From an optimization exercise on the open Yosys and OpenROAD flow, aimed at small area; shortcuts taken in it are not production practice. Function was checked by simulation only, so behaviour that the tests miss may differ from the original. No activity file was given, so power comes from the tool's default toggle rates.

File: design/flow/run.sh
#!/bin/bash
# synth_recipe.tcl (not shown) runs the flow's synth.tcl, then flattens the netlist and writes it again
# the make line also repeats each setting of config.mk as NAME=value (left out here)
make -C /OpenROAD-flow-scripts/flow DESIGN_CONFIG=/design/flow/config.mk WORK_HOME=/design/flow/orfs CLKGATE_MAP_FILE= SYNTH_SCRIPT=/design/flow/synth_recipe.tcl finish
File: design/flow/config.mk
export PLATFORM = sky130hd
export DESIGN_NAME = regfile_4r2w
export DESIGN_NICKNAME = regfile_4r2w
export VERILOG_FILES = /design/flow/design.v
export SDC_FILE = /design/flow/constraint.sdc
export NUM_CORES = 4
export LEC_CHECK = 0
export CAP_MARGIN = 20
export CORE_MARGIN = 2
export CORE_UTILIZATION = 40
export SLEW_MARGIN = 20
File: design/flow/constraint.sdc
create_clock -name core_clock -period 8.0 [get_ports {clk}]
set_input_delay 1.6000 -clock core_clock [delete_from_list [all_inputs] [get_ports {clk}]]
set_output_delay 1.6000 -clock core_clock [all_outputs]
set_load 0.01 [all_outputs]
File: design/flow/design.v
package regfile_pkg;
  localparam int DEF_DATA_W = 32;
  localparam int DEF_ADDR_W = 5;
  localparam int REG_ZERO   = 0;
  localparam int PC_MAX_W   = 256;
  function automatic logic [31:0] popcount(input logic [PC_MAX_W-1:0] v);
    logic [31:0] n;
    n = 0;
    for (int i = 0; i < PC_MAX_W; i++) begin
      n = n + v[i];
    end
    popcount = n;
  endfunction
endpackage
module regfile_bypass_mux
#(
  parameter int DATA_W = regfile_pkg::DEF_DATA_W,
  parameter int ADDR_W = regfile_pkg::DEF_ADDR_W,
  parameter int NUM_WR = 1
) (
  input  logic [ADDR_W-1:0]        i_rd_addr,
  input  logic [NUM_WR-1:0]        i_wr_en,
  input  logic [NUM_WR*ADDR_W-1:0] i_wr_addr,
  input  logic [NUM_WR*DATA_W-1:0] i_wr_data,
  input  logic [DATA_W-1:0]        i_stor_data,
  input  logic                     i_pend,
  output logic [DATA_W-1:0]        o_data,
  output logic                     o_ready
);
  always_comb begin
    o_data  = i_stor_data;
    o_ready = ~i_pend;
    for (int w = 0; w < NUM_WR; w++) begin
      if (i_wr_en[w] && (i_wr_addr[w*ADDR_W +: ADDR_W] == i_rd_addr)) begin
        o_data  = i_wr_data[w*DATA_W +: DATA_W];
        o_ready = 1'b1;
      end
    end
    if (i_rd_addr == ADDR_W'(regfile_pkg::REG_ZERO)) begin
      o_data  = '0;
      o_ready = 1'b1;
    end
  end
endmodule
module regfile_mp
#(
  parameter int DATA_W = regfile_pkg::DEF_DATA_W,
  parameter int ADDR_W = regfile_pkg::DEF_ADDR_W,
  parameter int NUM_RD = 2,
  parameter int NUM_WR = 1
) (
  input  logic                     clk,
  input  logic                     rst,
  input  logic [NUM_RD*ADDR_W-1:0] rd_addr,
  output logic [NUM_RD*DATA_W-1:0] rd_data,
  output logic [NUM_RD-1:0]        rd_ready,
  input  logic [NUM_WR-1:0]        wr_en,
  input  logic [NUM_WR*ADDR_W-1:0] wr_addr,
  input  logic [NUM_WR*DATA_W-1:0] wr_data,
  input  logic                     alloc_en,
  input  logic [ADDR_W-1:0]        alloc_addr,
  input  logic                     flush,
  output logic [ADDR_W:0]          pending_cnt
);
  localparam int NREGS = 2**ADDR_W;
  logic [DATA_W-1:0]   r_regs [NREGS];
  logic [NREGS-1:0]    r_pend;
  logic [ADDR_W:0]     r_pending_cnt;
  logic [NREGS-1:0]    w_wr_hit;
  logic [NREGS-1:0]    w_pend_nxt;
  logic [regfile_pkg::PC_MAX_W-1:0] w_pend_ext;
  always_ff @(posedge clk) begin
    if (rst) begin
      for (int k = 0; k < NREGS; k++) r_regs[k] <= '0;
    end else begin
      for (int w = 0; w < NUM_WR; w++) begin
        if (wr_en[w] && (wr_addr[w*ADDR_W +: ADDR_W] != ADDR_W'(regfile_pkg::REG_ZERO)))
          r_regs[wr_addr[w*ADDR_W +: ADDR_W]] <= wr_data[w*DATA_W +: DATA_W];
      end
    end
  end
  always_comb begin
    w_wr_hit = '0;
    for (int w = 0; w < NUM_WR; w++) begin
      if (wr_en[w]) w_wr_hit[wr_addr[w*ADDR_W +: ADDR_W]] = 1'b1;
    end
  end
  always_comb begin
    w_pend_nxt = r_pend;
    for (int k = 0; k < NREGS; k++) begin
      if (k == regfile_pkg::REG_ZERO)                                    w_pend_nxt[k] = 1'b0;
      else if (flush)                                       w_pend_nxt[k] = 1'b0;
      else if (alloc_en && (alloc_addr == ADDR_W'(k)))      w_pend_nxt[k] = 1'b1;
      else if (w_wr_hit[k])                                 w_pend_nxt[k] = 1'b0;
    end
  end
  always_comb begin
    w_pend_ext              = '0;
    w_pend_ext[NREGS-1:0]   = w_pend_nxt;
  end
  always_ff @(posedge clk) begin
    if (rst) begin
      r_pend        <= '0;
      r_pending_cnt <= '0;
    end else begin
      r_pend        <= w_pend_nxt;
      r_pending_cnt <= (ADDR_W+1)'(regfile_pkg::popcount(w_pend_ext));
    end
  end
  assign pending_cnt = r_pending_cnt;
  for (genvar r = 0; r < NUM_RD; r++) begin : g_rd
    regfile_bypass_mux #(
      .DATA_W (DATA_W),
      .ADDR_W (ADDR_W),
      .NUM_WR (NUM_WR)
    ) u_mux (
      .i_rd_addr   (rd_addr[r*ADDR_W +: ADDR_W]),
      .i_wr_en     (wr_en),
      .i_wr_addr   (wr_addr),
      .i_wr_data   (wr_data),
      .i_stor_data (r_regs[rd_addr[r*ADDR_W +: ADDR_W]]),
      .i_pend      (r_pend[rd_addr[r*ADDR_W +: ADDR_W]]),
      .o_data      (rd_data[r*DATA_W +: DATA_W]),
      .o_ready     (rd_ready[r])
    );
  end
endmodule
module regfile_4r2w (
  input  logic         clk,
  input  logic         rst,
  input  logic [19:0]  rd_addr,
  output logic [127:0] rd_data,
  output logic [3:0]   rd_ready,
  input  logic [1:0]   wr_en,
  input  logic [9:0]   wr_addr,
  input  logic [63:0]  wr_data,
  input  logic         alloc_en,
  input  logic [4:0]   alloc_addr,
  input  logic         flush,
  output logic [5:0]   pending_cnt
);
  regfile_mp #(
    .DATA_W (32),
    .ADDR_W (5),
    .NUM_RD (4),
    .NUM_WR (2)
  ) u_rf (
    .clk         (clk),
    .rst         (rst),
    .rd_addr     (rd_addr),
    .rd_data     (rd_data),
    .rd_ready    (rd_ready),
    .wr_en       (wr_en),
    .wr_addr     (wr_addr),
    .wr_data     (wr_data),
    .alloc_en    (alloc_en),
    .alloc_addr  (alloc_addr),
    .flush       (flush),
    .pending_cnt (pending_cnt)
  );
endmodule
==> results by group <==
Placement
  – Global placer's final weighted congestion: 0.983
  – IO buf count: approximately 240
  – Placed instance count: ~8400
  – Area after DPL: approximately 87000 um2
  – DP Wirelength: 243000 um

Die
  – Core Footprint: 202000 um2
  – Die area: 207000 um2
  – Starting density of the core: 0.402
  – Die W: 455 um
  – Die Span Y: 455 um
  – I/O pin cnt: 243
  – FP Rows: 165

Timing
  – Final Setup Violations: 0
  – Setup TNS: 0 ns
  – Worst-Margin Slew: 1.22 ns
  – Minimum clock period: approximately 7.5 ns
  – Final Skew: 0.00390 ns
  – Fin crit share: 0.936
  – Max frequency: 0.134 GHz
  – Final Max Slew Viols: 0
  – Hold Vio Cnt, Final: 0
  – Slew headroom: 0.189
  – Min Hold Slack: 0.760 ns
  – RSZ-0062 raised after global routing: false

Global routing
  – Vias in the first global route: approximately 67000
  – Remaining Overflow, GRT: 0
  – Initial antenna violation count: 20
  – Pin count of the biggest net entering global routing: 92
  – First-pass GRT wire length: 553000 um
  – Tot GR Track Use: 0.386

Yosys
  – Netlist cell types: 56
  – Synth Net Count: 6134
  – Synth Cell Area: 81300 um2
  – Number of enable flip-flop cells after synthesis: just over 1000
  – Ys Warns: 2
  – Synth area leaders: edfxtp_1, mux4_2, a22o_1
  – Yosys top cell area share: 0.378
  – Ys async rst share: 0
  – Post-synthesis register bit count: 1061
  – Mean Syn Cell Area: 13.6 um2
  – Sequential fraction of the synthesis area: 0.387
  – Post-Synthesis Cells: around 6000
  – Dominant cell type by area after synthesis: edfxtp_1
  – Ys flop type: edfxtp_1

Job
  – Maxcap violations: 0

Detailed routing
  – Routed WL per cell: 47.7 um
  – Post-Route WL: 410000 um
  – Antenna Nets Post-Route: 0
  – Drt initial violations: 13100
  – Post-DR vias/cell: 8.20
  – DRT Pass-1 Iters: 7
  – Via Count: 70500
  – DRC Markers: 0

CTS
  – Post-CTS Setup Inserts: 0
  – Hold_buf cts: 0
  – Clock latency (worst-skew pair): just over 0.8 ns
  – CTS Buf Count: 121
  – H-tree depth: 3
  – CTS max path bufs: 3
  – CTS resizes: 0
  – CTS sink count: 1061
  – Clock transition at path regs: around 0.06 ns
  – CTS tree: done
  – Root buffer cell: clkbuf_16

Setup path
  – Crit path kind: in -> reg
  – Worst path bufs/invs: 6
  – Worst EP required: 8.69 ns
  – Worst-path maximum fanout: 5
  – Crit. End Element: flip-flop
  – Arrival time worst endpoint: a little over 8 ns
  – Critical Path Start Type: primary input
  – Slowest CP cell: fa_1
  – CP top delay family: adder cells
  – Cell mode on critical path: fa_1
  – CP max stage delay: 0.52 ns

Power
  – Maximum vdd drop: 0.170 mV
  – Pwr dens: about 180 nW/um2
  – Total power: 16.4 mW
  – Leak: 30.7 nW

Cells and area
  – Layout Cells excl Fill: around 8600
  – Final net count: 5959
  – Design Area, Final: around 90000 um2
  – Synth-to-Final Area Change: 12.2%
  – Layout cells sized above 1: 0.314

Status
  – Status: finished clean

Min path
  – Min-Delay Path Class: reg -> reg
-- through the flow --
step,util,worst slack [ns]
finish,0.451,0.512
global route,0.451,0.202
CTS,0.451,0.499
detailed placement,0.431,-0.308
global placement,0.431,-0.327
floorplan,-,0.0778
-- path summary, 6_finish.rpt --
path,cells after the start,endpoint,slack (ns),start
max,27,u_rf.r_pending_cnt[4],0.51,wr_addr[0]
max reg2reg,17,u_rf.r_pending_cnt[4],2.68,u_rf.r_pend[1]
min reg2reg,2,u_rf.r_pend[7],0.76,u_rf.r_pend[7]
min,2,u_rf.r_pend[7],0.76,u_rf.r_pend[7]
-- power breakdown --
part           total, mW  switching, mW  internal (mW)
clock network       5.85           2.57           3.28
logic               3.83           2.19           1.64
registers           6.74          0.313           6.42
total               16.4           5.07           11.3
-- cells by family (layout without fill, tap and decap cells) --
family | after synthesis | in the layout | share of synthesized area
AOI/OAI and AO/OA | 1779 | 1779 | 0.180
xor gates and xnor gates | 49 | 49 | 0.00528
buffers and inverters | 985 | 914 | 0.0506
other | 0 | 13 | 0
muxes | 1538 | 1538 | 0.336
and+or+nand+nor | 533 | 533 | 0.0316
adders and majority gates | 42 | 42 | 0.00859
DFF | 1061 | 1061 | 0.387
-- flip-flops by register name (all words and copies together) (netlist names) --
signal	flops
u_rf.r_pend	31
u_rf.r_pending_cnt	6
u_rf.r_regs	1024
-- final cells by class --
class	count	area (um2)
Antenna cell	13	32.5
Tap cell	2672	3340
Multi-Input combinational cell	3941	46300
Clock inverter	85	838
Fill cell	17700	111000
Timing Repair Buffer	641	5910
Clock buffer	142	3150
Sequential cell	1061	31500
Inverter	46	178
-- layer usage --
metal	up-vias	part of all wire	track usage
met1	35600	0.33	0.474
li1	25300	-	-
met5	-	0.0011	0.00919
met2	7556	0.41	0.537
met4	34	0.091	0.286
met3	2034	0.17	0.166
-- synthesized netlist by cell type (23+ instances only) --
cell type / number
nor2_1: 148
o32ai_1: 63
a221oi_1: 93
xor2_1: 33
a221o_1: 30
dfxtp_1: 37
buf_4: 58
mux4_2: 936
and2_1: 25
buf_2: 143
nor3_1: 106
edfxtp_1: 1024
or3_1: 42
mux2i_1: 411
o221ai_1: 128
fa_1: 23
nand2_1: 107
clkbuf_1: 670
buf_1: 64
o22ai_1: 65
a21oi_1: 127
a22o_1: 1096
o21ai_0: 42
mux2_2: 191
inv_1: 45
a22oi_1: 99
-- worst register-to-register path: stages, from the launching register on --
cell,delay [ns]
dfxtp_1,0.37
a22o_1,0.24
nor2b_1,0.13
ha_1,0.30
inv_1,0.04
fa_1,0.49
fa_1,0.44
fa_1,0.51
fa_1,0.43
fa_1,0.49
inv_1,0.05
fa_1,0.44
ha_1,0.23
fa_1,0.44
a21o_1,0.19
a21oi_1,0.17
xor2_1,0.16
nor2_1,0.05
-- placed cells by master (no fill, tap or decap), types with 36 or more instances in the layout --
cell	n
o21ai_0	42
a22oi_1	99
a221oi_1	93
mux2i_1	411
edfxtp_1	1024
nor3_1	74
a22o_1	1096
nor2_4	36
dfxtp_1	37
clkbuf_16	123
nor2_1	112
buf_4	367
o221ai_1	128
mux4_2	936
mux2_2	191
o22ai_1	65
buf_12	39
nand2_1	105
a21oi_1	126
o32ai_1	63
inv_1	44
clkdlybuf4s50_1	219

re-timing with driven ports:
No port has a modelled driver above. Below, the same layout with a new extraction and two added sets of constraints. Step 1 sets driving cells, clkbuf_16 on the clock port and buf_2 on the other inputs (assumed; they add their load-dependent delay and slew). Step 2 adds t to the input delays and takes it off the output delays; t is the mean of the earliest and latest rising clock arrival at the registers after step 1. Input paths then give back, and output paths get back, about the clock's delay inside the block. Slacks: ideal ports / drivers / drivers and shift; pairs: ideal ports / drivers.
shift t [ns]: 0.881
slack for setup (ns): 0.512 / 0.562 / -0.309
latest minus earliest clock arrival (ns): 0.057 / 0.057
worst register clock-pin slew, ns: 0.07 / 0.07
cell pins on the clock port's net: 1
With both steps, setup timing fails in this run, where it was met with ideal ports. The setup slack of this run moves by +0.050 ns with the drivers and by -0.821 ns with both steps.
